Source: an optimization exercise on an open RTL-to-GDS flow (aim: small area, a short achievable clock period and few clock cycles per item). Production flows keep margins and buffers that such runs may drop.
RTL that was checked went through simulation tests only; none was proved equivalent to the original.
Only the layout flow was run in runs 4 to 6; the RTL was not checked for function there.

==> flow/design.v <==
package rsa_pkg;
  localparam int OPERAND_WIDTH = 32;
  localparam int EXP_BITS = 16;
  localparam int ACC_WIDTH = OPERAND_WIDTH + 1;
  localparam logic [1:0] OP_NOP = 2'd0;
  localparam logic [1:0] OP_EXP = 2'd1;
  localparam logic [2:0] PARAM_MODULUS = 3'd0;
  localparam logic [2:0] PARAM_R_MOD_N = 3'd1;
  localparam logic [2:0] PARAM_BASE = 3'd2;
  localparam logic [2:0] PARAM_R2_MOD_N = 3'd3;
  localparam logic [2:0] PARAM_EXPONENT = 3'd4;
endpackage
`timescale 1ns/1ps
module csa_row #(
  parameter int   W    = 8,
  parameter logic FILL = 1'b0
) (
  input  logic [W-1:0] x,
  input  logic [W-1:0] y,
  input  logic [W-1:0] z,
  output logic [W-1:0] s,
  output logic [W-1:0] c
);
  assign s = x ^ y ^ z;
  assign c = {(x[W-2:0] & y[W-2:0]) | (x[W-2:0] & z[W-2:0]) | (y[W-2:0] & z[W-2:0]), FILL};
endmodule
import rsa_pkg::*;
module mont_digit (
  input  logic [ACC_WIDTH-1:0]     s_n,
  input  logic [ACC_WIDTH-1:0]     c_n,
  input  logic [1:0]               a_bits,
  input  logic [OPERAND_WIDTH-1:0] b,
  input  logic [OPERAND_WIDTH-1:0] modulus,
  output logic [ACC_WIDTH-1:0]     s_nxt_n,
  output logic [ACC_WIDTH-1:0]     c_nxt_n
);
  localparam int TW  = ACC_WIDTH + 1;   
  localparam int EXT = TW - OPERAND_WIDTH;
  logic [TW-1:0] s_in, c_in;
  logic [TW-1:0] pp0, pp1, mm0, mm1;
  logic [TW-1:0] xs1, xc1, xs2, xc2, xs3, xc3, xs4, xc4;
  logic [TW-1:0] hs, hc;
  logic          s0, c0, p0;
  logic          q0, q1;
  logic          w_mid;
  assign s_in = {1'b1, s_n};
  assign c_in = {1'b1, c_n};
  assign s0    = ~s_n[0];
  assign c0    = ~c_n[0];
  assign p0    = a_bits[0] & b[0];
  assign q0    = s_n[0] ^ c_n[0] ^ p0;
  assign w_mid = (s0 | c0 | p0) & ~(s0 & c0 & p0);
  assign q1    = s_n[1] ^ c_n[1] ^ (a_bits[0] & b[1]) ^ (q0 & modulus[1]) ^ w_mid ^
                 (a_bits[1] & b[0]);
  assign pp0 = {{EXT{1'b1}}, ~({OPERAND_WIDTH{a_bits[0]}} & b)};
  assign pp1 = {{EXT{1'b1}}, ~({OPERAND_WIDTH{a_bits[1]}} & b)};
  assign mm0 = {{EXT{1'b1}}, ~({OPERAND_WIDTH{q0}} & modulus)};
  assign mm1 = {{EXT{1'b1}}, ~({OPERAND_WIDTH{q1}} & modulus)};
  csa_row #(.W(TW), .FILL(1'b1)) row1 (.x(s_in), .y(c_in), .z(pp0), .s(xs1), .c(xc1));
  csa_row #(.W(TW), .FILL(1'b1)) row2 (.x(xs1), .y(xc1), .z(mm0), .s(xs2), .c(xc2));
  assign hs = {1'b1, xs2[TW-1:1]};
  assign hc = {1'b1, xc2[TW-1:1]};
  csa_row #(.W(TW), .FILL(1'b1)) row3 (.x(hs), .y(hc), .z(pp1), .s(xs3), .c(xc3));
  csa_row #(.W(TW), .FILL(1'b1)) row4 (.x(xs3), .y(xc3), .z(mm1), .s(xs4), .c(xc4));
  assign s_nxt_n = xs4[TW-1:1];
  assign c_nxt_n = xc4[TW-1:1];
endmodule
`timescale 1ns/1ps
import rsa_pkg::*;
module rsa_top (
  input  logic                     clk,
  input  logic                     resetn,
  input  logic                     param_valid,
  input  logic [2:0]               param_sel,
  input  logic [OPERAND_WIDTH-1:0] param_data,
  output logic                     param_ready,
  input  logic                     cmd_valid,
  input  logic [1:0]               cmd_op,
  output logic                     cmd_ready,
  output logic                     result_valid,
  output logic [OPERAND_WIDTH-1:0] result_data,
  input  logic                     result_ready,
  output logic                     busy
);
  logic                     param_fire;
  logic                     exp_fire;
  logic [OPERAND_WIDTH-1:0] modulus;
  logic [OPERAND_WIDTH-1:0] base;
  logic [OPERAND_WIDTH-1:0] r2_mod_n;
  logic [EXP_BITS-1:0]      exponent;
  logic                     exp_done;
  assign param_ready = ~busy;
  assign cmd_ready   = ~busy;
  assign param_fire  = param_valid & ~busy;
  assign exp_fire    = cmd_valid & ~busy & (cmd_op == OP_EXP);
  always_ff @(posedge clk) begin
    if (param_fire) begin
      case (param_sel)
        PARAM_MODULUS:  modulus  <= param_data;
        PARAM_BASE:     base     <= param_data;
        PARAM_R2_MOD_N: r2_mod_n <= param_data;
        PARAM_EXPONENT: exponent <= param_data[EXP_BITS-1:0];
        default: begin
        end
      endcase
    end
  end
  always_ff @(posedge clk) begin
    if (!resetn) begin
      busy         <= 1'b0;
      result_valid <= 1'b0;
    end else begin
      if (exp_fire) begin
        busy <= 1'b1;
      end else if (result_valid && result_ready) begin
        busy <= 1'b0;
      end
      if (exp_done) begin
        result_valid <= 1'b1;
      end else if (result_ready) begin
        result_valid <= 1'b0;
      end
    end
  end
  logic                     ph_init;
  logic                     ph_iter;
  logic                     ph_res;
  logic                     ph_sub;
  logic [3:0]               it_cnt;
  logic [4:0]               rnd;
  logic                     last_rnd;
  logic                     conv_rnd;
  logic                     e_bit;
  logic                     acc_take;
  logic                     mm_clear;
  assign last_rnd = (rnd == 5'd16);
  assign e_bit    = exponent[rnd[3:0] - 4'd1];
  assign acc_take = !conv_rnd && e_bit;
  assign exp_done = ph_sub & last_rnd;
  assign mm_clear = ph_init | ph_sub;
  always_ff @(posedge clk) begin
    if (!resetn) begin
      ph_init <= 1'b0;
      ph_iter <= 1'b0;
      ph_res  <= 1'b0;
      ph_sub  <= 1'b0;
    end else begin
      ph_init <= exp_fire;
      ph_res  <= ph_iter & (it_cnt == 4'd15);
      ph_sub  <= ph_res;
      if (ph_init | (ph_sub & ~last_rnd)) begin
        ph_iter <= 1'b1;
      end else if (it_cnt == 4'd15) begin
        ph_iter <= 1'b0;
      end
    end
  end
  always_ff @(posedge clk) begin
    if (ph_init) begin
      rnd      <= '0;
      conv_rnd <= 1'b1;
    end else if (ph_sub) begin
      rnd      <= rnd + 5'd1;
      conv_rnd <= 1'b0;
    end
    if (ph_iter) begin
      it_cnt <= it_cnt + 4'd1;
    end else begin
      it_cnt <= '0;
    end
  end
  logic [OPERAND_WIDTH-1:0] sq;
  logic [OPERAND_WIDTH-1:0] acc;
  logic [1:0]               a_bits;
  logic [1:0]               a_fetch;
  logic [OPERAND_WIDTH-1:0] a_src;
  logic [ACC_WIDTH:0]       sq_sum;
  logic [ACC_WIDTH:0]       acc_sum;
  logic [ACC_WIDTH-1:0]     sq_sn, sq_cn, acc_sn, acc_cn;
  logic [ACC_WIDTH-1:0]     sq_sn_nxt, sq_cn_nxt, acc_sn_nxt, acc_cn_nxt;
  logic [ACC_WIDTH-1:0]     neg_n;
  assign a_src   = conv_rnd ? base : sq;
  assign a_fetch = a_src[{it_cnt + 4'd1, 1'b0} +: 2];
  always_ff @(posedge clk) begin
    if (ph_init) begin
      a_bits <= base[1:0];
    end else if (ph_sub) begin
      a_bits <= sq_sum[ACC_WIDTH] ? sq_sum[1:0] : sq[1:0];
    end else begin
      a_bits <= a_fetch;
    end
  end
  always_ff @(posedge clk) begin
    if (ph_init) begin
      sq  <= r2_mod_n;
      acc <= {{(OPERAND_WIDTH-1){1'b0}}, |modulus[OPERAND_WIDTH-1:1]};
    end else begin
      if (ph_res | (ph_sub & sq_sum[ACC_WIDTH])) begin
        sq <= sq_sum[OPERAND_WIDTH-1:0];
      end
      if (acc_take & (ph_res | (ph_sub & acc_sum[ACC_WIDTH]))) begin
        acc <= acc_sum[OPERAND_WIDTH-1:0];
      end
    end
  end
  assign result_data = acc;
  assign neg_n   = {1'b1, ~modulus[OPERAND_WIDTH-1:1], 1'b1};
  assign sq_sum  = ~({1'b0, sq_sn} + {1'b0, sq_cn} + {{ACC_WIDTH{1'b0}}, 1'b1});
  assign acc_sum = ~({1'b0, acc_sn} + {1'b0, acc_cn} + {{ACC_WIDTH{1'b0}}, 1'b1});
  mont_digit dig_sq (
    .s_n     (sq_sn),
    .c_n     (sq_cn),
    .a_bits  (a_bits),
    .b       (sq),
    .modulus (modulus),
    .s_nxt_n (sq_sn_nxt),
    .c_nxt_n (sq_cn_nxt)
  );
  mont_digit dig_acc (
    .s_n     (acc_sn),
    .c_n     (acc_cn),
    .a_bits  (a_bits),
    .b       (acc),
    .modulus (modulus),
    .s_nxt_n (acc_sn_nxt),
    .c_nxt_n (acc_cn_nxt)
  );
  logic sel_res, sel_step;
  assign sel_res  = ph_res;
  assign sel_step = ~ph_res & ~mm_clear;
  always_ff @(posedge clk) begin
    sq_sn  <= ({ACC_WIDTH{~sel_res}} | ~sq_sum[ACC_WIDTH-1:0])  & ({ACC_WIDTH{~sel_step}} | sq_sn_nxt);
    sq_cn  <= ({ACC_WIDTH{~sel_res}} | ~neg_n)                  & ({ACC_WIDTH{~sel_step}} | sq_cn_nxt);
    acc_sn <= ({ACC_WIDTH{~sel_res}} | ~acc_sum[ACC_WIDTH-1:0]) & ({ACC_WIDTH{~sel_step}} | acc_sn_nxt);
    acc_cn <= ({ACC_WIDTH{~sel_res}} | ~neg_n)                  & ({ACC_WIDTH{~sel_step}} | acc_cn_nxt);
  end
endmodule
==> flow/flow/run.sh <==
#!/bin/bash
# Standard layout, with plain buffers on the ports instead of delay cells.
set -e
export BUFFER_PORTS_ARGS="-buffer_cell sky130_fd_sc_hd__buf_2"
bash standard.sh > standard.log 2>&1
==> flow/standard.sh <==
#!/bin/bash
# synth_recipe.tcl (not shown) runs the flow's synth.tcl, then flattens the netlist and writes it again
# the make line also repeats each setting of config.mk as NAME=value (left out here)
make -C /OpenROAD-flow-scripts/flow DESIGN_CONFIG=/design/flow/config.mk WORK_HOME=/design/flow/orfs CLKGATE_MAP_FILE= SYNTH_SCRIPT=/design/flow/synth_recipe.tcl "${@:-finish}"
==> flow/config.mk <==
export PLATFORM = sky130hd
export DESIGN_NAME = rsa_top
export DESIGN_NICKNAME = rsa_top
export VERILOG_FILES = /design/flow/design.v
export SDC_FILE = /design/flow/constraint.sdc
export NUM_CORES = 4
export LEC_CHECK = 0
export CAP_MARGIN = 10
export CORE_MARGIN = 2
export CORE_UTILIZATION = 60
export CTS_CLUSTER_DIAMETER = 100
export CTS_CLUSTER_SIZE = 26
export SETUP_SLACK_MARGIN = 4.85
export SLEW_MARGIN = 10
export SYNTH_HIERARCHICAL = 1
==> flow/constraint.sdc <==
create_clock -name core_clock -period 8.0 [get_ports {clk}]
set_input_delay 1.6000 -clock core_clock [delete_from_list [all_inputs] [get_ports {clk}]]
set_output_delay 1.6000 -clock core_clock [all_outputs]
set_load 0.01 [all_outputs]
==> results of run 1 <==
per-layer routing:
layer | track usage | vias to the layer above | wire (um)
li1 | - | 6759 | -
met1 | 0.435 | 7581 | 24800
met2 | 0.498 | 523 | 26700
met3 | 0.0500 | 68 | 4240
met4 | 0.0707 | 0 | 1300
met5 | 0 | - | 0
what timing repair did:
action / CTS / global route
cloned: 4 / 4
buffers inserted: 25 / 16
setup endpoints to repair: 202 / 135
gates resized for setup: 51 / 71
pin swaps: 14 / 53
critical path, cell delays in order, from the launching register on:
cell	delay, ps
dfxtp_4	380
inv_4	40
ha_4	260
xnor2_4	230
buf_6	160
buf_12	140
nand2_4	60
fa_2	480
fa_1	620
fa_1	440
nor2_1	120
a21oi_1	50
flip-flops by register name, indices dropped and copies added (netlist names), 2 cells and up:
name      flops
acc_sn       33
sq           32
modulus      32
it_cnt        4
sq_cn        33
exponent     16
acc_cn       33
base         32
r2_mod_n     32
a_bits        2
sq_sn        33
rnd           5
acc          32
final timing paths:
kind / depth (start not counted) / start / slack (ps) / end
max: 11 / acc_cn[0]$_DFF_P_ / 4890 / acc_sn[4]$_DFF_P_
min: 1 / busy$_SDFFE_PN0P_ / 490 / ph_init$_SDFF_PN0_
max reg2reg: 11 / acc_cn[0]$_DFF_P_ / 4890 / acc_sn[4]$_DFF_P_
min reg2reg: 1 / busy$_SDFFE_PN0P_ / 490 / ph_init$_SDFF_PN0_
placed cells by master (no fill, tap or decap), types with 27 or more instances in the layout:
master and instances:
conb_1 28, a21oi_1 117, fa_1 244, buf_4 39, nand2b_1 43, buf_2 77, nor3_1 27, mux2_2 29
nand2_1 293, xor2_1 36, edfxtp_1 145, nor2_1 142, o21a_1 73, ha_1 65, a21o_1 31, dfxtp_1 167
xnor2_1 31
cell type report:
| cell class | instances | area [um2] |
|---|---|---|
| clock inverter | 6 | 87.6 |
| clock buffer | 23 | 458 |
| inverter | 28 | 108 |
| timing repair buffer | 143 | 1160 |
| fill | 2768 | 11500 |
| multi-input combinational | 1487 | 13800 |
| sequential | 326 | 8010 |
| tap | 461 | 577 |
| antenna | 1 | 2.50 |
==> summary.txt, run 1 <==
pin count of the biggest net entering global routing -> 92
number of sinks on the clock net -> 326
TritonCTS clock tree -> done
fraction of the cycle the final worst path needs -> 0.389
upper clock frequency limit -> 0.321 GHz
average instance area after synthesis -> 11.4 um2
weighted congestion reported at the end of routability-driven placement -> 0.880
Worst Max-Slew Pin Slew -> 1100 ps
hold slack final -> 491 ps
total CTS buffers -> 17
Worst Setup Start Kind -> flop
initial standard-cell utilization of the core -> 0.611
clock tree root driver cell -> clkbuf_16
number of antenna violations at the first check in global routing -> 1
wire length of the first global-routing pass -> 88000 um
number of buffers on the longest clock path -> 3
data required time at the worst endpoint -> 8400 ps
Final Cell Area -> 0.0242 mm2
RSZ-0062 raised after global routing -> yes
number of warnings reported in the yosys synthesis log -> 7
die area -> 0.0378 mm2
post-detailed-route DRC marker count -> 0
status -> complete, no violations
number of pins exceeding their max-slew limit in the final report -> 0
x dimension of the die -> 194 um
final hold violations -> 0
drt via density -> 6.03
Final Net Count -> 2384
Worst Slack Setup Final -> 4890 ps
Max-cap violations -> 0
number of buffers inserted by hold repair at cts -> 0
area of the placeable core -> 0.0357 mm2
number of global-route vias before repair -> 15400
worst endpoint data arrival time -> 3510 ps
HPWL reported at the end of detailed placement -> 39800 um
non-filler cells in the finished layout -> 2475
endpoints failing setup -> 0
Reg clk slew, reported paths -> 110 ps
first-pass iteration count of the detailed router -> 5
cell count after synthesis -> 1908
overall via count from detail_route -> 14900
netlist area before placement -> 0.0218 mm2
Port Buffer Count -> 77
leftover overflow at the end of global routing -> 0
worst setup slack before clock tree synthesis -> 3500 ps
number of placed I/O pins -> 78
Routed Antenna Nets -> 0
die span in y -> 194 um
final critical-path required period -> 3110 ps
cell total after placement -> 2396
routed wire length -> 57000 um
biggest fanout along the worst timing path -> 7
kind of critical path -> reg -> reg
final-layout setup total negative slack -> 0 ps
number of DRC violations after detailed-routing iteration 0 -> 1098
global-route usage over all layers -> 0.306
placed cell area -> 0.0226 mm2
normalized max-slew margin -> 0.262
class of the tightest hold or removal check -> reg -> reg
Final Skew -> 17.6 ps
Routed WL per cell -> 23.0 um
Row Count -> 69
fraction of final layout cells with drive strength greater than 1 -> 0.166
final core utilization -> 0.678
later-pin clock latency in the skew report -> 530 ps
maximum level of the CTS H-tree -> 1
crit end category -> flop
signed area change from the synthesized netlist to the final layout -> 11.1%
Testbench counts, summed over its fixed seeds: cycles 40,192, items 128.
==> inputs of run 2 (changes only) <==
--- a/flow/config.mk
+++ b/flow/config.mk
@@ -8,7 +8,8 @@
 export CAP_MARGIN = 10
 export CORE_MARGIN = 2
-export CORE_UTILIZATION = 60
+export CORE_UTILIZATION = 55
 export CTS_CLUSTER_DIAMETER = 100
 export CTS_CLUSTER_SIZE = 26
+export GPL_ROUTABILITY_DRIVEN = 0
 export SETUP_SLACK_MARGIN = 4.85
 export SLEW_MARGIN = 10
==> run 2 against run 1 <==
Effect of this change:
- critical path depth is 2 lower
- via count increased by 0.30%
- fmax rose by 0.33%
- still clean
- die area is 8.9% higher
- core utilization is 5.2 points lower
- synthesized area is the same
==> summary.txt, run 2 <==
clock tree root driver cell -> clkbuf_16
status -> complete, no violations
initial standard-cell utilization of the core -> 0.561 (-0.0499)
biggest fanout along the worst timing path -> 14 (+7)
die area -> 0.0412 mm2 (+8.9%)
drt via density -> 5.92 (-1.8%)
Row Count -> 72 (+4.3%)
final critical-path required period -> 3100 ps (-10.1 ps)
Routed WL per cell -> 23.0 um (about the same)
number of buffers on the longest clock path -> 3 (unchanged)
HPWL reported at the end of detailed placement -> 40700 um (+2.2%)
Worst Slack Setup Final -> 4900 ps (+10.1 ps)
class of the tightest hold or removal check -> reg -> reg
Crit-path slowest cell -> fa_2
final hold violations -> 0 (unchanged)
number of pins exceeding their max-slew limit in the final report -> 0 (unchanged)
normalized max-slew margin -> 0.251 (-0.0109)
number of buffers inserted by hold repair at cts -> 0 (unchanged)
die span in y -> 203 um (+4.4%)
routed length on met2 -> 27100 um (+1.6%)
later-pin clock latency in the skew report -> 540 ps (about the same)
Routed met3 length -> 3960 um (-6.7%)
fraction of final layout cells with drive strength greater than 1 -> 0.175 (+0.00812)
number of sinks on the clock net -> 326 (unchanged)
number of DRC violations after detailed-routing iteration 0 -> 1143 (+4.1%)
maximum level of the CTS H-tree -> 1 (unchanged)
final core utilization -> 0.626 (-0.0524)
start point of the critical path -> a_bits[0]$_DFF_P_
commonest non-fill, non-tap cells in the layout -> nand2_1 (299), fa_1 (226), dfxtp_1 (167)
global-route usage over all layers -> 0.288 (-0.0178)
worst endpoint data arrival time -> 3490 ps (-20 ps)
TritonCTS clock tree -> done
met1 WL -> 26100 um (+5.2%)
cell seen most often among critical-path stages -> fa_1
number of placed I/O pins -> 78 (unchanged)
number of global-route vias before repair -> 15700 (+1.9%)
Worst Setup Start Kind -> flop
upper clock frequency limit -> 0.322 GHz (+0.33%)
average instance area after synthesis -> 11.4 um2 (unchanged)
cells along the critical path -> buf_12, clkbuf_16, nand2_1, fa_1, fa_1, fa_2, fa_1, nor2_1, a21oi_1
hold path start -> busy$_SDFFE_PN0P_
largest stage delay on the critical path -> 540 ps (-80 ps)
most common cell after layout, fill and taps aside -> nand2_1
endpoints failing setup -> 0 (unchanged)
wire length of the first global-routing pass -> 90300 um (+2.7%)
top routing layer used -> met4
x dimension of the die -> 203 um (+4.4%)
data required time at the worst endpoint -> 8390 ps (about the same)
Max-cap violations -> 0 (unchanged)
crit end category -> flop
worst setup slack before clock tree synthesis -> 3240 ps (-253 ps)
routed wire length -> 58300 um (+2.2%)
fraction of the cycle the final worst path needs -> 0.388 (-0.00127)
Worst Max-Slew Pin Slew -> 1120 ps (+16.3 ps)
non-filler cells in the finished layout -> 2529 (+2.2%)
post-detailed-route DRC marker count -> 0 (unchanged)
number of antenna violations at the first check in global routing -> 0 (-1)
kind of critical path -> reg -> reg
RSZ-0062 raised after global routing -> yes
pin count of the biggest net entering global routing -> 70 (-24%)
Final Net Count -> 2381 (-0.13%)
area of the placeable core -> 0.0388 mm2 (+8.9%)
overall via count from detail_route -> 15000 (+0.30%)
final-layout setup total negative slack -> 0 ps (unchanged)
Routed Antenna Nets -> 0 (unchanged)
Reg clk slew, reported paths -> 100 ps (about the same)
cell total after placement -> 2453 (+2.4%)
number of warnings reported in the yosys synthesis log -> 7 (unchanged)
Final Skew -> 24.6 ps (+7.01 ps)
total CTS buffers -> 17 (unchanged)
signed area change from the synthesized netlist to the final layout -> 11.6%
Port Buffer Count -> 77 (unchanged)
leftover overflow at the end of global routing -> 0 (unchanged)
reg-to-reg startpoint -> a_bits[0]$_DFF_P_
first-pass iteration count of the detailed router -> 6 (+1)
netlist area before placement -> 0.0218 mm2 (unchanged)
antenna diode instance count -> 0 (-1)
cell count after synthesis -> 1908 (unchanged)
-- run 2: per-stage QoR --
stage	hold WS [ps]	area [um2]
after floorplan	443	21900
after global placement	459	22700
after detailed placement	477	22700
after CTS	492	23800
after global routing	524	24300
final	488	24300
-- run 2: area by class of cell --
| type | count | area (um2) |
|---|---|---|
| tap | 518 | 648 |
| clock buffer | 25 | 475 |
| sequential | 326 | 8010 |
| fill | 3202 | 14500 |
| inverter | 28 | 105 |
| clock inverter | 5 | 43.8 |
| multi-input combinational | 1487 | 13900 |
| timing repair buffer | 140 | 1100 |
-- run 2: timing repair --
| item | CTS | global route |
|---|---|---|
| endpoints found under the setup margin | 204 | 128 |
| cloned | 4 | 3 |
| pin swaps | 16 | 31 |
| gates resized for setup | 65 | 76 |
| setup buffers | 23 | 16 |
-- run 2: critical path: cells and delay by family, from the launching register on --
| kind | cells | cell delay, ps |
|---|---|---|
| fa+ha+maj | 4 | 1920 |
| buf+inv | 2 | 340 |
| compound gates | 1 | 50 |
| simple gates | 2 | 220 |
| flops | 1 | 400 |
-- run 2: path summary, 6_finish.rpt --
path / to / slack (ps) / depth (start not counted)
max: acc_sn[13]$_DFF_P_ / 4900 / 9
min reg2reg: ph_init$_SDFF_PN0_ / 490 / 1
max reg2reg: acc_sn[13]$_DFF_P_ / 4900 / 9
min: ph_init$_SDFF_PN0_ / 490 / 1
-- run 2: per-layer routing --
layer	vias to the layer above	global-route usage
met4	0	0.0568
met5	-	0
met1	7663	0.426
met3	74	0.0413
li1	6732	-
met2	507	0.459
==> inputs of run 3 (changes only) <==
--- a/flow/config.mk
+++ b/flow/config.mk
@@ -6,4 +6,5 @@
 export NUM_CORES = 4
 export LEC_CHECK = 0
+export ABC_CLOCK_PERIOD_IN_PS = 8000
 export CAP_MARGIN = 10
 export CORE_MARGIN = 2
@@ -11,5 +12,4 @@
 export CTS_CLUSTER_DIAMETER = 100
 export CTS_CLUSTER_SIZE = 26
-export GPL_ROUTABILITY_DRIVEN = 0
 export SETUP_SLACK_MARGIN = 4.85
 export SLEW_MARGIN = 10
==> run 3 against run 2 <==
Effect of this change:
- wire length unchanged
- fmax stayed put
- worst hold slack did not move
- final cell count stayed put
- die area did not move
- critical path depth unchanged
- synthesized area did not move
- final area unchanged
- via count did not move
- synthesized cell count is the same
==> summary.txt, run 3 <==
most common cell after layout, fill and taps aside -> nand2_1
Final Cell Area -> 0.0243 mm2 (unchanged)
upper clock frequency limit -> 0.322 GHz (unchanged)
average instance area after synthesis -> 11.4 um2 (unchanged)
data required time at the worst endpoint -> 8390 ps (about the same)
routed wire length -> 58300 um (unchanged)
overall via count from detail_route -> 15000 (unchanged)
worst endpoint data arrival time -> 3490 ps (about the same)
class of the tightest hold or removal check -> reg -> reg
cells along the critical path -> buf_12, clkbuf_16, nand2_1, fa_1, fa_1, fa_2, fa_1, nor2_1, a21oi_1
normalized max-slew margin -> 0.251 (unchanged)
family with the most delay on the worst path -> adder cells
kind of critical path -> reg -> reg
final critical-path required period -> 3100 ps (unchanged)
Crit-path slowest cell -> fa_2
clock tree root driver cell -> clkbuf_16
Final Net Count -> 2381 (unchanged)
antenna diode instance count -> 0 (unchanged)
biggest fanout along the worst timing path -> 14 (unchanged)
cell seen most often among critical-path stages -> fa_1
final hold violations -> 0 (unchanged)
number of placed I/O pins -> 78 (unchanged)
global-route usage over all layers -> 0.288 (unchanged)
weighted congestion reported at the end of routability-driven placement -> 0.875
drt via density -> 5.92 (unchanged)
worst path bufs/invs -> 2 (unchanged)
signed area change from the synthesized netlist to the final layout -> 11.6% (unchanged)
cell count after synthesis -> 1908 (unchanged)
endpoints failing setup -> 0 (unchanged)
pin count of the biggest net entering global routing -> 70 (unchanged)
number of sinks on the clock net -> 326 (unchanged)
netlist area before placement -> 0.0218 mm2 (unchanged)
leftover overflow at the end of global routing -> 0 (unchanged)
Row Count -> 72 (unchanged)
Routed Antenna Nets -> 0 (unchanged)
number of antenna violations at the first check in global routing -> 0 (unchanged)
RSZ-0062 raised after global routing -> yes
x dimension of the die -> 203 um (unchanged)
total CTS buffers -> 17 (unchanged)
fraction of final layout cells with drive strength greater than 1 -> 0.175 (unchanged)
maximum level of the CTS H-tree -> 1 (unchanged)
area of the placeable core -> 0.0388 mm2 (unchanged)
number of buffers on the longest clock path -> 3 (unchanged)
final core utilization -> 0.626 (unchanged)
reg-to-reg startpoint -> a_bits[0]$_DFF_P_
number of pins exceeding their max-slew limit in the final report -> 0 (unchanged)
placed cell area -> 0.0227 mm2 (unchanged)
crit end category -> flop
HPWL reported at the end of detailed placement -> 40700 um (unchanged)
later-pin clock latency in the skew report -> 540 ps (about the same)
post-detailed-route DRC marker count -> 0 (unchanged)
Routed WL per cell -> 23.0 um (unchanged)
Reg clk slew, reported paths -> 100 ps (about the same)
Port Buffer Count -> 77 (unchanged)
first-pass iteration count of the detailed router -> 6 (unchanged)
largest stage delay on the critical path -> 540 ps (about the same)
number of buffers inserted by hold repair at cts -> 0 (unchanged)
hold path start -> busy$_SDFFE_PN0P_
Final Skew -> 24.6 ps (unchanged)
commonest non-fill, non-tap cells in the layout -> nand2_1 (299), fa_1 (226), dfxtp_1 (167)
fraction of the cycle the final worst path needs -> 0.388 (unchanged)
die span in y -> 203 um (unchanged)
wire length of the first global-routing pass -> 90300 um (unchanged)
number of DRC violations after detailed-routing iteration 0 -> 1143 (unchanged)
Worst Max-Slew Pin Slew -> 1120 ps (unchanged)
Worst Setup Start Kind -> flop
final-layout setup total negative slack -> 0 ps (unchanged)
number of global-route vias before repair -> 15700 (unchanged)
start point of the critical path -> a_bits[0]$_DFF_P_
Max-cap violations -> 0 (unchanged)
number of warnings reported in the yosys synthesis log -> 7 (unchanged)
hold slack final -> 488 ps (unchanged)
status -> complete, no violations
TritonCTS clock tree -> done
die area -> 0.0412 mm2 (unchanged)
initial standard-cell utilization of the core -> 0.561 (unchanged)
run 3: layer usage:
layer / track usage / vias up / routed length (um)
met3: 0.0413 / 74 / 3960
met4: 0.0568 / 0 / 1150
li1: - / 6732 / -
met2: 0.459 / 507 / 27100
met1: 0.426 / 7663 / 26100
met5: 0 / - / 0
run 3: final timing paths:
| path | to | slack [ps] | cells past startpoint |
|---|---|---|---|
| hold / removal | ph_init$_SDFF_PN0_ | 490 | 1 |
| setup / recovery | acc_sn[13]$_DFF_P_ | 4900 | 9 |
| setup reg to reg | acc_sn[13]$_DFF_P_ | 4900 | 9 |
| hold reg to reg | ph_init$_SDFF_PN0_ | 490 | 1 |
run 3: final cells by class:
type	instances	area (um2)
fillers	3202	14500
multi-input cells	1487	13900
flip-flops and latches	326	8010
repair buffers	140	1100
well taps	518	648
clock buffers	25	475
inverters	28	105
clock inverters	5	43.8
run 3: timing repair:
action,4_1_cts,5_1_grt
resized for setup,65,76
setup endpoints to repair,204,128
setup buffers,23,16
endpoints found under the hold margin,0,0
gates cloned,4,3
pin swaps,16,31
run 3: per-stage QoR:
step / instances / setup slack, ps
floorplan: 1930 / 4150
global placement: 2453 / 3480
detailed placement: 2453 / 3240
CTS: 2510 / 4680
global route: 2529 / 4800
finish: 2529 / 4900
==> inputs of run 4 (changes only) <==
--- a/flow/design.v
+++ b/flow/design.v
@@ -27,7 +27,8 @@
 import rsa_pkg::*;
 module mont_digit (
+  input  logic                     clk,
+  input  logic [1:0]               a_next,    
   input  logic [ACC_WIDTH-1:0]     s_n,
   input  logic [ACC_WIDTH-1:0]     c_n,
-  input  logic [1:0]               a_bits,
   input  logic [OPERAND_WIDTH-1:0] b,
   input  logic [OPERAND_WIDTH-1:0] modulus,
@@ -44,4 +45,8 @@
   logic          q0, q1;
   logic          w_mid;
+  logic [1:0]    a_bits;
+  always_ff @(posedge clk) begin
+    a_bits <= a_next;
+  end
   assign s_in = {1'b1, s_n};
   assign c_in = {1'b1, c_n};
@@ -172,5 +177,5 @@
   logic [OPERAND_WIDTH-1:0] sq;
   logic [OPERAND_WIDTH-1:0] acc;
-  logic [1:0]               a_bits;
+  logic [1:0]               a_next;
   logic [1:0]               a_fetch;
   logic [OPERAND_WIDTH-1:0] a_src;
@@ -182,13 +187,7 @@
   assign a_src   = conv_rnd ? base : sq;
   assign a_fetch = a_src[{it_cnt + 4'd1, 1'b0} +: 2];
-  always_ff @(posedge clk) begin
-    if (ph_init) begin
-      a_bits <= base[1:0];
-    end else if (ph_sub) begin
-      a_bits <= sq_sum[ACC_WIDTH] ? sq_sum[1:0] : sq[1:0];
-    end else begin
-      a_bits <= a_fetch;
-    end
-  end
+  assign a_next = ph_init ? base[1:0] :
+                  ph_sub  ? (sq_sum[ACC_WIDTH] ? sq_sum[1:0] : sq[1:0]) :
+                            a_fetch;
   always_ff @(posedge clk) begin
     if (ph_init) begin
@@ -209,7 +208,8 @@
   assign acc_sum = ~({1'b0, acc_sn} + {1'b0, acc_cn} + {{ACC_WIDTH{1'b0}}, 1'b1});
   mont_digit dig_sq (
+    .clk     (clk),
+    .a_next  (a_next),
     .s_n     (sq_sn),
     .c_n     (sq_cn),
-    .a_bits  (a_bits),
     .b       (sq),
     .modulus (modulus),
@@ -218,7 +218,8 @@
   );
   mont_digit dig_acc (
+    .clk     (clk),
+    .a_next  (a_next),
     .s_n     (acc_sn),
     .c_n     (acc_cn),
-    .a_bits  (a_bits),
     .b       (acc),
     .modulus (modulus),
--- a/flow/config.mk
+++ b/flow/config.mk
@@ -6,6 +6,5 @@
 export NUM_CORES = 4
 export LEC_CHECK = 0
-export ABC_CLOCK_PERIOD_IN_PS = 8000
-export CAP_MARGIN = 10
+export CAP_MARGIN = 20
 export CORE_MARGIN = 2
 export CORE_UTILIZATION = 55
@@ -13,4 +12,4 @@
 export CTS_CLUSTER_SIZE = 26
 export SETUP_SLACK_MARGIN = 4.85
-export SLEW_MARGIN = 10
+export SLEW_MARGIN = 20
 export SYNTH_HIERARCHICAL = 1
==> run 4 against run 3 <==
Effect of this change:
- die area increased by 1.9%
- core utilization increased by 1.5 points
- first-iteration DRC count increased by 14%
- worst setup slack got worse by 200 ps
- wire length increased by 6.5%
- clock skew increased by 2.9 ps
- register-to-register slack got worse by 200 ps
- critical path depth increased by 3
==> summary.txt, run 4 <==
status -> complete, no violations
reg-to-reg startpoint -> sq[0]$_DFFE_PP_
grt met2 use -> 0.455 (-0.00390)
clock tree root driver cell -> clkbuf_16
commonest non-fill, non-tap cells in the layout -> nand2_1 (299), fa_1 (203), dfxtp_1 (166)
Worst Setup Start Kind -> flop
Routed Antenna Nets -> 0 (unchanged)
GRT met1 Usage -> 0.463 (+0.0373)
overall via count from detail_route -> 15800 (+5.5%)
number of sinks on the clock net -> 328 (+0.61%)
fraction of final layout cells with drive strength greater than 1 -> 0.226 (+0.0516)
Final Skew -> 27.5 ps (+2.89 ps)
endpoints failing setup -> 0 (unchanged)
number of antenna violations at the first check in global routing -> 0 (unchanged)
Row Count -> 73 (+1.4%)
leftover overflow at the end of global routing -> 0 (unchanged)
fillers -> 3206 (+0.12%)
wire length of the first global-routing pass -> 94800 um (+5.0%)
later-pin clock latency in the skew report -> 550 ps (about the same)
routed wire length -> 62000 um (+6.5%)
Critical Path End -> sq_sn[15]$_DFF_P_
upper clock frequency limit -> 0.303 GHz (-6.1%)
Worst Max-Slew Pin Slew -> 1050 ps (-66.7 ps)
Final Net Count -> 2466 (+3.6%)
fraction of the cycle the final worst path needs -> 0.413 (+0.0251)
number of placed I/O pins -> 78 (unchanged)
number of pins exceeding their max-slew limit in the final report -> 0 (unchanged)
worst endpoint data arrival time -> 3710 ps (+220 ps)
drt via density -> 6.03 (+1.8%)
post-detailed-route DRC marker count -> 0 (unchanged)
RSZ-0062 raised after global routing -> yes
initial standard-cell utilization of the core -> 0.557 (-0.00328)
worst flop-to-flop path endpoint -> sq_sn[15]$_DFF_P_
final-layout setup total negative slack -> 0 ps (unchanged)
Reg clk slew, reported paths -> 100 ps (about the same)
Routed WL per cell -> 23.7 um (+2.7%)
met3 usage -> 0.0471 (+0.00584)
Max-cap violations -> 0 (unchanged)
cell count after synthesis -> 1961 (+2.8%)
first-pass iteration count of the detailed router -> 5 (-1)
global-route usage over all layers -> 0.299 (+0.0107)
weighted congestion reported at the end of routability-driven placement -> 0.957 (+9.4%)
die span in y -> 205 um (+0.96%)
final hold violations -> 0 (unchanged)
area of the placeable core -> 0.0398 mm2 (+2.6%)
start point of the critical path -> sq[0]$_DFFE_PP_
number of DRC violations after detailed-routing iteration 0 -> 1299 (+14%)
most heavily used metal layer in global routing -> met1
x dimension of the die -> 205 um (+0.96%)
netlist area before placement -> 0.0222 mm2 (+2.0%)
Worst Reg2Reg Path Length in Cells -> 12 (+3)
number of buffers inserted by hold repair at cts -> 0 (unchanged)
die area -> 0.0420 mm2 (+1.9%)
most common cell after layout, fill and taps aside -> nand2_1
HPWL reported at the end of detailed placement -> 43300 um (+6.3%)
signed area change from the synthesized netlist to the final layout -> 15.0%
normalized max-slew margin -> 0.298 (+0.0462)
biggest fanout along the worst timing path -> 8 (-6)
maximum level of the CTS H-tree -> 1 (unchanged)
kind of critical path -> reg -> reg
class of the tightest hold or removal check -> reg -> reg
number of global-route vias before repair -> 16000 (+1.7%)
crit end category -> flop
Port Buffer Count -> 77 (unchanged)
pin count of the biggest net entering global routing -> 79 (+13%)
number of warnings reported in the yosys synthesis log -> 8 (+1)
number of buffers on the longest clock path -> 3 (unchanged)
TritonCTS clock tree -> done
total CTS buffers -> 17 (unchanged)
final critical-path required period -> 3300 ps (+200 ps)
Register-to-Register Setup Slack -> 4700 ps (-200 ps)
average instance area after synthesis -> 11.3 um2 (-0.79%)
data required time at the worst endpoint -> 8400 ps (about the same)
run 4: layout make-up:
type | count | area (um2) | share of cell area
diodes | 1 | 2.50 | 0.0000980
flip-flops and latches | 328 | 8060 | 0.316
multi-input cells | 1527 | 14500 | 0.567
repair buffers | 178 | 1660 | 0.0650
well taps | 525 | 657 | 0.0257
inverters | 33 | 124 | 0.00485
clock inverters | 8 | 109 | 0.00426
clock buffers | 22 | 444 | 0.0174
run 4: layer usage:
| layer | share of wire | wire [um] | vias up |
|---|---|---|---|
| met5 | 0 | 0 | - |
| met4 | 0.021 | 1310 | 0 |
| met3 | 0.077 | 4750 | 69 |
| met2 | 0.44 | 27400 | 579 |
| met1 | 0.46 | 28500 | 8072 |
| li1 | - | - | 7080 |
run 4: worst max-delay path: stages (launching register included):
cell and delay [ps]:
edfxtp_1 530, nand2_4 120, xnor2_4 200, buf_12 130
buf_4 110, buf_8 110, buf_16 130, nand2_2 60
fa_2 550, fa_1 430, fa_1 470, nor3_2 250
a21oi_1 60
run 4: metrics by stage:
stage / hold WS (ps) / cell area, um2 / util / setup WS, ps / instances
after floorplan: 443 / 22300 / - / 4830 / 1983
after global placement: 475 / 23100 / 0.580 / 3960 / 2510
after detailed placement: 469 / 23100 / 0.580 / 3870 / 2510
after CTS: 493 / 24600 / 0.618 / 4790 / 2581
after global routing: 529 / 25500 / 0.641 / 4640 / 2621
final: 488 / 25500 / 0.641 / 4700 / 2622
run 4: what timing repair did:
item	CTS	global route
pin swaps	53	126
cloned	10	6
resized for setup	110	144
setup endpoints to repair	210	140
setup buffers	31	34
run 4: worst min path at each step:
stage / from / slack [ps] / cells past startpoint / end
finish: ph_iter$_SDFFE_PN0P_ / 490 / 2 / ph_res$_SDFF_PN0_
global route: ph_iter$_SDFFE_PN0P_ / 530 / 2 / ph_res$_SDFF_PN0_
CTS: ph_iter$_SDFFE_PN0P_ / 490 / 2 / ph_res$_SDFF_PN0_
detailed placement: ph_iter$_SDFFE_PN0P_ / 470 / 2 / ph_res$_SDFF_PN0_
global placement: busy$_SDFFE_PN0P_ / 480 / 1 / ph_init$_SDFF_PN0_
floorplan: ph_iter$_SDFFE_PN0P_ / 440 / 2 / ph_res$_SDFF_PN0_
==> inputs of run 5 (changes only) <==
--- a/flow/design.v
+++ b/flow/design.v
@@ -27,8 +27,7 @@
 import rsa_pkg::*;
 module mont_digit (
-  input  logic                     clk,
-  input  logic [1:0]               a_next,    
   input  logic [ACC_WIDTH-1:0]     s_n,
   input  logic [ACC_WIDTH-1:0]     c_n,
+  input  logic [1:0]               a_bits,
   input  logic [OPERAND_WIDTH-1:0] b,
   input  logic [OPERAND_WIDTH-1:0] modulus,
@@ -45,8 +44,4 @@
   logic          q0, q1;
   logic          w_mid;
-  logic [1:0]    a_bits;
-  always_ff @(posedge clk) begin
-    a_bits <= a_next;
-  end
   assign s_in = {1'b1, s_n};
   assign c_in = {1'b1, c_n};
@@ -177,5 +172,5 @@
   logic [OPERAND_WIDTH-1:0] sq;
   logic [OPERAND_WIDTH-1:0] acc;
-  logic [1:0]               a_next;
+  logic [1:0]               a_bits;
   logic [1:0]               a_fetch;
   logic [OPERAND_WIDTH-1:0] a_src;
@@ -187,7 +182,13 @@
   assign a_src   = conv_rnd ? base : sq;
   assign a_fetch = a_src[{it_cnt + 4'd1, 1'b0} +: 2];
-  assign a_next = ph_init ? base[1:0] :
-                  ph_sub  ? (sq_sum[ACC_WIDTH] ? sq_sum[1:0] : sq[1:0]) :
-                            a_fetch;
+  always_ff @(posedge clk) begin
+    if (ph_init) begin
+      a_bits <= base[1:0];
+    end else if (ph_sub) begin
+      a_bits <= sq_sum[ACC_WIDTH] ? sq_sum[1:0] : sq[1:0];
+    end else begin
+      a_bits <= a_fetch;
+    end
+  end
   always_ff @(posedge clk) begin
     if (ph_init) begin
@@ -204,12 +205,36 @@
   end
   assign result_data = acc;
+  function automatic logic [ACC_WIDTH:0] pp_add(input logic [ACC_WIDTH-1:0] x,
+                                                input logic [ACC_WIDTH-1:0] y,
+                                                input logic                 cin);
+    logic [ACC_WIDTH-1:0] g, p, gg, pp, g2, p2;
+    logic [ACC_WIDTH:0]   cc;
+    g  = x & y;
+    p  = x ^ y;
+    gg = g;
+    pp = p;
+    gg[0] = g[0] | (p[0] & cin);
+    for (int l = 0; l < 6; l++) begin
+      g2 = gg;
+      p2 = pp;
+      for (int i = 0; i < ACC_WIDTH; i++) begin
+        if (((i >> l) & 1) == 1) begin
+          g2[i] = gg[i] | (pp[i] & gg[((i >> l) << l) - 1]);
+          p2[i] = pp[i] & pp[((i >> l) << l) - 1];
+        end
+      end
+      gg = g2;
+      pp = p2;
+    end
+    cc = {gg, cin};
+    pp_add = {cc[ACC_WIDTH], p ^ cc[ACC_WIDTH-1:0]};
+  endfunction
   assign neg_n   = {1'b1, ~modulus[OPERAND_WIDTH-1:1], 1'b1};
-  assign sq_sum  = ~({1'b0, sq_sn} + {1'b0, sq_cn} + {{ACC_WIDTH{1'b0}}, 1'b1});
-  assign acc_sum = ~({1'b0, acc_sn} + {1'b0, acc_cn} + {{ACC_WIDTH{1'b0}}, 1'b1});
+  assign sq_sum  = ~pp_add(sq_sn, sq_cn, 1'b1);
+  assign acc_sum = ~pp_add(acc_sn, acc_cn, 1'b1);
   mont_digit dig_sq (
-    .clk     (clk),
-    .a_next  (a_next),
     .s_n     (sq_sn),
     .c_n     (sq_cn),
+    .a_bits  (a_bits),
     .b       (sq),
     .modulus (modulus),
@@ -218,8 +243,7 @@
   );
   mont_digit dig_acc (
-    .clk     (clk),
-    .a_next  (a_next),
     .s_n     (acc_sn),
     .c_n     (acc_cn),
+    .a_bits  (a_bits),
     .b       (acc),
     .modulus (modulus),
==> run 5 against run 4 <==
Effect of this change:
- still clean
- die area fell by 4.9%
- sequential share of layout area is 0.26 points higher
- fmax shrank 10%
- count of clock-buffer cells in the layout is 4 higher
- worst setup slack worse by 390 ps
- worst hold slack got worse by 5.1 ps
- final area down 1.3%
- synthesized area fell by 5.0%
- via count shrank 10%
- synthesized cell count decreased by 9.8%
==> summary.txt, run 5 <==
status -> complete, no violations
worst endpoint data arrival time -> 3980 ps (+270 ps)
crit end category -> flop
fraction of final layout cells with drive strength greater than 1 -> 0.323 (+0.0965)
weighted congestion reported at the end of routability-driven placement -> 0.859 (-10%)
Port Buffer Count -> 77 (unchanged)
final hold violations -> 0 (unchanged)
number of pins exceeding their max-slew limit in the final report -> 0 (unchanged)
drt via density -> 5.80 (-3.8%)
clock tree root driver cell -> clkbuf_16
terminating pin of the worst hold path -> ph_res$_SDFF_PN0_
family with the most delay on the worst path -> adder cells
largest stage delay on the critical path -> 380 ps (-170 ps)
x dimension of the die -> 200 um (-2.5%)
fraction of the cycle the final worst path needs -> 0.461 (+0.0483)
final-layout setup total negative slack -> 0 ps (unchanged)
worst path bufs/invs -> 5 (+1)
cell total after placement -> 2309 (-8.0%)
cells along the critical path -> inv_2, ha_4, fa_2, nand2b_4, a21oi_4, o211ai_1, buf_4, a21oi_2, buf_6, o31ai_4, o221a_4, nor2b_2, nor2_2, fa_2, a21oi_2, nor3b_4, buf_6, buf_16, or2_1
Final Net Count -> 2304 (-6.6%)
upper clock frequency limit -> 0.271 GHz (-10%)
RSZ-0062 raised after global routing -> yes
number of sinks on the clock net -> 326 (-0.61%)
commonest non-fill, non-tap cells in the layout -> nand2_1 (231), dfxtp_1 (160), fa_2 (159)
Reg clk slew, reported paths -> 110 ps (about the same)
routed wire length -> 57200 um (-7.7%)
area of the placeable core -> 0.0378 mm2 (-5.2%)
die span in y -> 200 um (-2.5%)
HPWL reported at the end of detailed placement -> 38100 um (-12%)
total CTS buffers -> 17 (unchanged)
fillers -> 2916 (-9.0%)
data required time at the worst endpoint -> 8300 ps (-100 ps)
area used by multi-input combinational logic -> 0.0140 mm2 (-3.6%)
Max-cap violations -> 0 (unchanged)
Register-to-Register Setup Slack -> 4310 ps (-390 ps)
antenna diode instance count -> 0 (-1)
register cell area after layout -> 0.00802 mm2 (-0.47%)
worst flop-to-flop path endpoint -> acc[0]$_DFFE_PP_
later-pin clock latency in the skew report -> 540 ps (about the same)
Worst Max-Slew Pin Slew -> 1210 ps (+154 ps)
endpoints failing setup -> 0 (unchanged)
initial standard-cell utilization of the core -> 0.559 (+0.00108)
global-route usage over all layers -> 0.295 (-0.00317)
die area -> 0.0399 mm2 (-4.9%)
average instance area after synthesis -> 11.9 um2 (+5.4%)
hold path start -> ph_iter$_SDFFE_PN0P_
Worst Reg2Reg Path Length in Cells -> 19 (+7)
number of cells on the critical path -> 19 (+7)
instance count along the most critical hold path -> 2 (unchanged)
final critical-path required period -> 3690 ps (+387 ps)
class of the tightest hold or removal check -> reg -> reg
normalized max-slew margin -> 0.195 (-0.103)
kind of critical path -> reg -> reg
Crit-path slowest cell -> fa_2
number of DRC violations after detailed-routing iteration 0 -> 969 (-25%)
number of global-route vias before repair -> 14500 (-9.4%)
biggest fanout along the worst timing path -> 17 (+9)
wire length of the first global-routing pass -> 87100 um (-8.2%)
number of buffers on the longest clock path -> 3 (unchanged)
number of warnings reported in the yosys synthesis log -> 7 (-1)
signed area change from the synthesized netlist to the final layout -> 19.5%
Routed Antenna Nets -> 0 (unchanged)
non-filler cells in the finished layout -> 2439 (-7.0%)
number of antenna violations at the first check in global routing -> 0 (unchanged)
overall via count from detail_route -> 14100 (-10%)
post-detailed-route DRC marker count -> 0 (unchanged)
netlist area before placement -> 0.0211 mm2 (-5.0%)
most common cell after layout, fill and taps aside -> nand2_1
maximum level of the CTS H-tree -> 1 (unchanged)
TritonCTS clock tree -> done
Worst Setup Start Kind -> flop
leftover overflow at the end of global routing -> 0 (unchanged)
reg-to-reg startpoint -> acc_cn[0]$_DFF_P_
first-pass iteration count of the detailed router -> 5 (unchanged)
cell count after synthesis -> 1768 (-9.8%)
number of buffers inserted by hold repair at cts -> 0 (unchanged)
Routed WL per cell -> 23.5 um (-0.78%)
Row Count -> 71 (-2.7%)
pin count of the biggest net entering global routing -> 78 (-1.3%)
Final Skew -> 23.7 ps (-3.85 ps)
number of placed I/O pins -> 78 (unchanged)
run 5: per-stage QoR:
stage	cell area [um2]	setup WS [ps]	utilization	hold WS, ps
4_1_cts	24300	4250	0.644	485
3_5_place_dp	22200	3330	0.588	475
6_report	25200	4310	0.668	483
5_1_grt	25200	4230	0.668	520
3_3_place_gp	22200	3400	0.588	464
2_1_floorplan	21500	4640	-	438
run 5: cell type report:
| class | count | area share |
|---|---|---|
| Clock inverter | 4 | 0.00124 |
| Inverter | 47 | 0.00720 |
| Tap cell | 511 | 0.0254 |
| Sequential cell | 326 | 0.318 |
| Multi-Input combinational cell | 1332 | 0.554 |
| Clock buffer | 26 | 0.0190 |
| Timing Repair Buffer | 193 | 0.0754 |
run 5: metal layers:
metal,wire (um),up-vias,global-route usage
li1,-,6339,-
met1,26600,7292,0.454
met2,26200,453,0.452
met3,3330,58,0.0442
met4,1130,0,0.0587
met5,0,-,0
run 5: worst max-delay path by stage:
stage,startpoint,end,slack [ps]
2_1_floorplan,acc_cn[0]$_DFF_P_,acc[0]$_DFFE_PP_,4640
3_3_place_gp,acc_sn[5]$_DFF_P_,acc[0]$_DFFE_PP_,3400
3_5_place_dp,acc_sn[5]$_DFF_P_,acc[10]$_SDFFE_PP0P_,3330
4_1_cts,acc_cn[0]$_DFF_P_,acc[0]$_DFFE_PP_,4250
5_1_grt,acc_cn[0]$_DFF_P_,acc[0]$_DFFE_PP_,4230
6_report,acc_cn[0]$_DFF_P_,acc[0]$_DFFE_PP_,4310
run 5: worst register-to-register path, delay by kind of cell, from the launching register on:
family / cells / cell delay [ps]
AND/OR/NAND/NOR: 5 / 640
flip-flops: 1 / 360
AO/OA/AOI/OAI: 6 / 900
adder cells (fa/ha/maj): 3 / 890
buffers and inverters: 5 / 670
run 5: what timing repair did:
item                                    CTS  global route
resized for setup                       224           195
setup buffers                            60            25
pin swaps                               149           120
gates cloned                             12             3
endpoints found under the hold margin     0             0
endpoints found under the setup margin  198           191
==> inputs of run 6 (changes only) <==
--- a/flow/design.v
+++ b/flow/design.v
@@ -208,5 +208,5 @@
                                                 input logic [ACC_WIDTH-1:0] y,
                                                 input logic                 cin);
-    logic [ACC_WIDTH-1:0] g, p, gg, pp, g2, p2;
+    logic [ACC_WIDTH-1:0] g, p, gg, pp;
     logic [ACC_WIDTH:0]   cc;
     g  = x & y;
@@ -216,14 +216,18 @@
     gg[0] = g[0] | (p[0] & cin);
     for (int l = 0; l < 6; l++) begin
-      g2 = gg;
-      p2 = pp;
       for (int i = 0; i < ACC_WIDTH; i++) begin
-        if (((i >> l) & 1) == 1) begin
-          g2[i] = gg[i] | (pp[i] & gg[((i >> l) << l) - 1]);
-          p2[i] = pp[i] & pp[((i >> l) << l) - 1];
+        if (((i + 1) % (2 << l)) == 0) begin
+          gg[i] = gg[i] | (pp[i] & gg[i - (1 << l)]);
+          pp[i] = pp[i] & pp[i - (1 << l)];
         end
       end
-      gg = g2;
-      pp = p2;
+    end
+    for (int l = 5; l >= 0; l--) begin
+      for (int i = 0; i < ACC_WIDTH; i++) begin
+        if (i >= (3 << l) - 1 && ((i + 1 - (1 << l)) % (2 << l)) == 0) begin
+          gg[i] = gg[i] | (pp[i] & gg[i - (1 << l)]);
+          pp[i] = pp[i] & pp[i - (1 << l)];
+        end
+      end
     end
     cc = {gg, cin};
==> run 6 against run 5 <==
Effect of this change:
- still clean on timing, DRC and antenna
- final area shrank 4.0%
- wire length shrank 4.2%
- worst hold slack lost 8.3 ps
- fmax shrank 6.2%
==> summary.txt, run 6 <==
most common cell after layout, fill and taps aside -> nand2_1
later-pin clock latency in the skew report -> 550 ps (about the same)
Worst Slack Setup Final -> 4070 ps (-246 ps)
post-detailed-route DRC marker count -> 0 (unchanged)
number of global-route vias before repair -> 14400 (-0.44%)
class of the tightest hold or removal check -> reg -> reg
number of pins exceeding their max-slew limit in the final report -> 0 (unchanged)
first-pass iteration count of the detailed router -> 5 (unchanged)
die area -> 0.0396 mm2 (-0.72%)
Worst Max-Slew Pin Slew -> 1130 ps (-74.5 ps)
number of buffers on the longest clock path -> 3 (unchanged)
cells along the critical path -> inv_4, ha_4, fa_2, nor2b_4, o2111ai_4, a2111oi_4, nor3_4, a211o_4, a2111oi_4, a211oi_2, fa_2, a21oi_4, nor2_4, buf_12, nand2_8, buf_12, nor2_4, a21oi_2, nor2_1
Crit-path slowest cell -> fa_2
Port Buffer Count -> 77 (unchanged)
RSZ-0062 raised after global routing -> yes
HPWL reported at the end of detailed placement -> 36500 um (-4.2%)
kind of critical path -> reg -> reg
Final Skew -> 27.0 ps (+3.26 ps)
number of antenna violations at the first check in global routing -> 0 (unchanged)
worst path bufs/invs -> 3 (-2)
status -> complete, no violations
global-route usage over all layers -> 0.283 (-0.0121)
worst setup slack before clock tree synthesis -> 3850 ps (+518 ps)
upper clock frequency limit -> 0.254 GHz (-6.2%)
fraction of final layout cells with drive strength greater than 1 -> 0.226 (-0.0962)
signed area change from the synthesized netlist to the final layout -> 15.6%
family with the most delay on the worst path -> compound AO/OA/AOI/OAI gates
normalized max-slew margin -> 0.243 (+0.0486)
netlist area before placement -> 0.0209 mm2 (-0.74%)
Routed WL per cell -> 23.3 um (-0.65%)
data required time at the worst endpoint -> 8400 ps (+100 ps)
Reg clk slew, reported paths -> 110 ps (about the same)
number of warnings reported in the yosys synthesis log -> 7 (unchanged)
routed wire length -> 54900 um (-4.2%)
endpoints failing setup -> 0 (unchanged)
fraction of the cycle the final worst path needs -> 0.492 (+0.0307)
weighted congestion reported at the end of routability-driven placement -> 0.821 (-4.5%)
maximum level of the CTS H-tree -> 1 (unchanged)
drt via density -> 5.73 (-1.2%)
Routed Antenna Nets -> 0 (unchanged)
TritonCTS clock tree -> done
number of buffers inserted by hold repair at cts -> 0 (unchanged)
overall via count from detail_route -> 13500 (-4.7%)
leftover overflow at the end of global routing -> 0 (unchanged)
average instance area after synthesis -> 12.3 um2 (+3.1%)
crit end category -> flop
commonest non-fill, non-tap cells in the layout -> nand2_1 (279), fa_1 (243), dfxtp_1 (151)
die span in y -> 199 um (-0.36%)
initial standard-cell utilization of the core -> 0.557 (-0.00149)
clock tree root driver cell -> clkbuf_16
number of sinks on the clock net -> 326 (unchanged)
final hold violations -> 0 (unchanged)
Row Count -> 71 (unchanged)
Final Net Count -> 2240 (-2.8%)
wire length of the first global-routing pass -> 83000 um (-4.6%)
number of DRC violations after detailed-routing iteration 0 -> 970 (+0.10%)
biggest fanout along the worst timing path -> 6 (-11)
final critical-path required period -> 3930 ps (+246 ps)
area of the placeable core -> 0.0376 mm2 (-0.47%)
total CTS buffers -> 17 (unchanged)
pin count of the biggest net entering global routing -> 71 (-9.0%)
final-layout setup total negative slack -> 0 ps (unchanged)
number of placed I/O pins -> 78 (unchanged)
Worst Setup Start Kind -> flop
antenna diode instance count -> 0 (unchanged)
x dimension of the die -> 199 um (-0.36%)
largest stage delay on the critical path -> 390 ps (about the same)
cell count after synthesis -> 1703 (-3.7%)
worst endpoint data arrival time -> 4330 ps (+350 ps)
Max-cap violations -> 0 (unchanged)
run 6: area by class of cell:
| cell class | instances | area (um2) |
|---|---|---|
| clock buffers | 23 | 448 |
| flip-flops and latches | 326 | 8050 |
| multi-input cells | 1259 | 13400 |
| inverters | 72 | 275 |
| well taps | 511 | 639 |
| fillers | 2982 | 13400 |
| clock inverters | 7 | 58.8 |
| repair buffers | 155 | 1330 |
run 6: routing by layer:
metal / vias up / global-route usage / part of all wire
li1: 5962 / - / -
met1: 7062 / 0.411 / 0.45
met2: 400 / 0.456 / 0.47
met3: 54 / 0.0518 / 0.066
met4: 0 / 0.0484 / 0.018
met5: - / 0 / 0
run 6: final timing paths:
kind,start,to,slack [ps],depth (start not counted)
min reg2reg,ph_iter$_SDFFE_PN0P_,ph_res$_SDFF_PN0_,470,2
max,acc_sn[0]$_DFF_P_,acc[12]$_SDFFE_PP0P_,4070,19
max reg2reg,acc_sn[0]$_DFF_P_,acc[12]$_SDFFE_PP0P_,4070,19
min,ph_iter$_SDFFE_PN0P_,ph_res$_SDFF_PN0_,470,2
run 6: per-stage QoR:
step / hold slack, ps / area [um2] / std cells / util
after floorplan: 443 / 21200 / 1725 / -
after global placement: 455 / 21900 / 2251 / 0.584
after detailed placement: 461 / 21900 / 2251 / 0.584
after CTS: 477 / 23500 / 2328 / 0.624
after global routing: 511 / 24200 / 2353 / 0.644
final: 475 / 24200 / 2353 / 0.644
run 6: tightest hold or removal path: stages, from the launching register on:
cell,delay [ps]
dfxtp_1,350
nand2_1,70
nor2_1,30
run 6: timing repair:
action,CTS,global route
setup endpoints to repair,214,167
cloned,7,9
hold endpoints to repair,0,0
gates resized for setup,126,109
pin swaps,48,84
buffers inserted,40,16

## static timing again, ports no longer ideal
Ports are ideal in the flow. The routed layouts listed here were re-timed in OpenROAD. Step 1 (the two cells are an assumption about what drives the block):
set clk [get_ports {clk}]
set_driving_cell -lib_cell sky130_fd_sc_hd__clkbuf_16 $clk
set_driving_cell -lib_cell sky130_fd_sc_hd__buf_2 [delete_from_list [all_inputs] $clk]
Step 2, shift: input delay + t, output delay - t, t = (earliest + latest rising clock arrival at the registers) / 2. This alone moves slack from input paths to output paths. Slacks: no drivers / after step 1 / after step 2; pairs: no drivers / after step 1.
run | shift t [ns] | slack for setup (ns) | worst data-port slew with drivers (ns)
run 1 | 0.580 | 4.889 / 4.889 / 4.672 | 0.04
run 2 | 0.591 | 4.899 / 4.899 / 4.643 | 0.04
run 3 | 0.591 | 4.899 / 4.899 / 4.643 | 0.04
run 4 | 0.593 | 4.698 / 4.698 / 4.698 | 0.06
run 5 | 0.586 | 4.312 / 4.312 / 4.312 | 0.05
run 6 | 0.599 | 4.066 / 4.066 / 4.066 | 0.04
After both steps setup and hold are still met in every run listed.
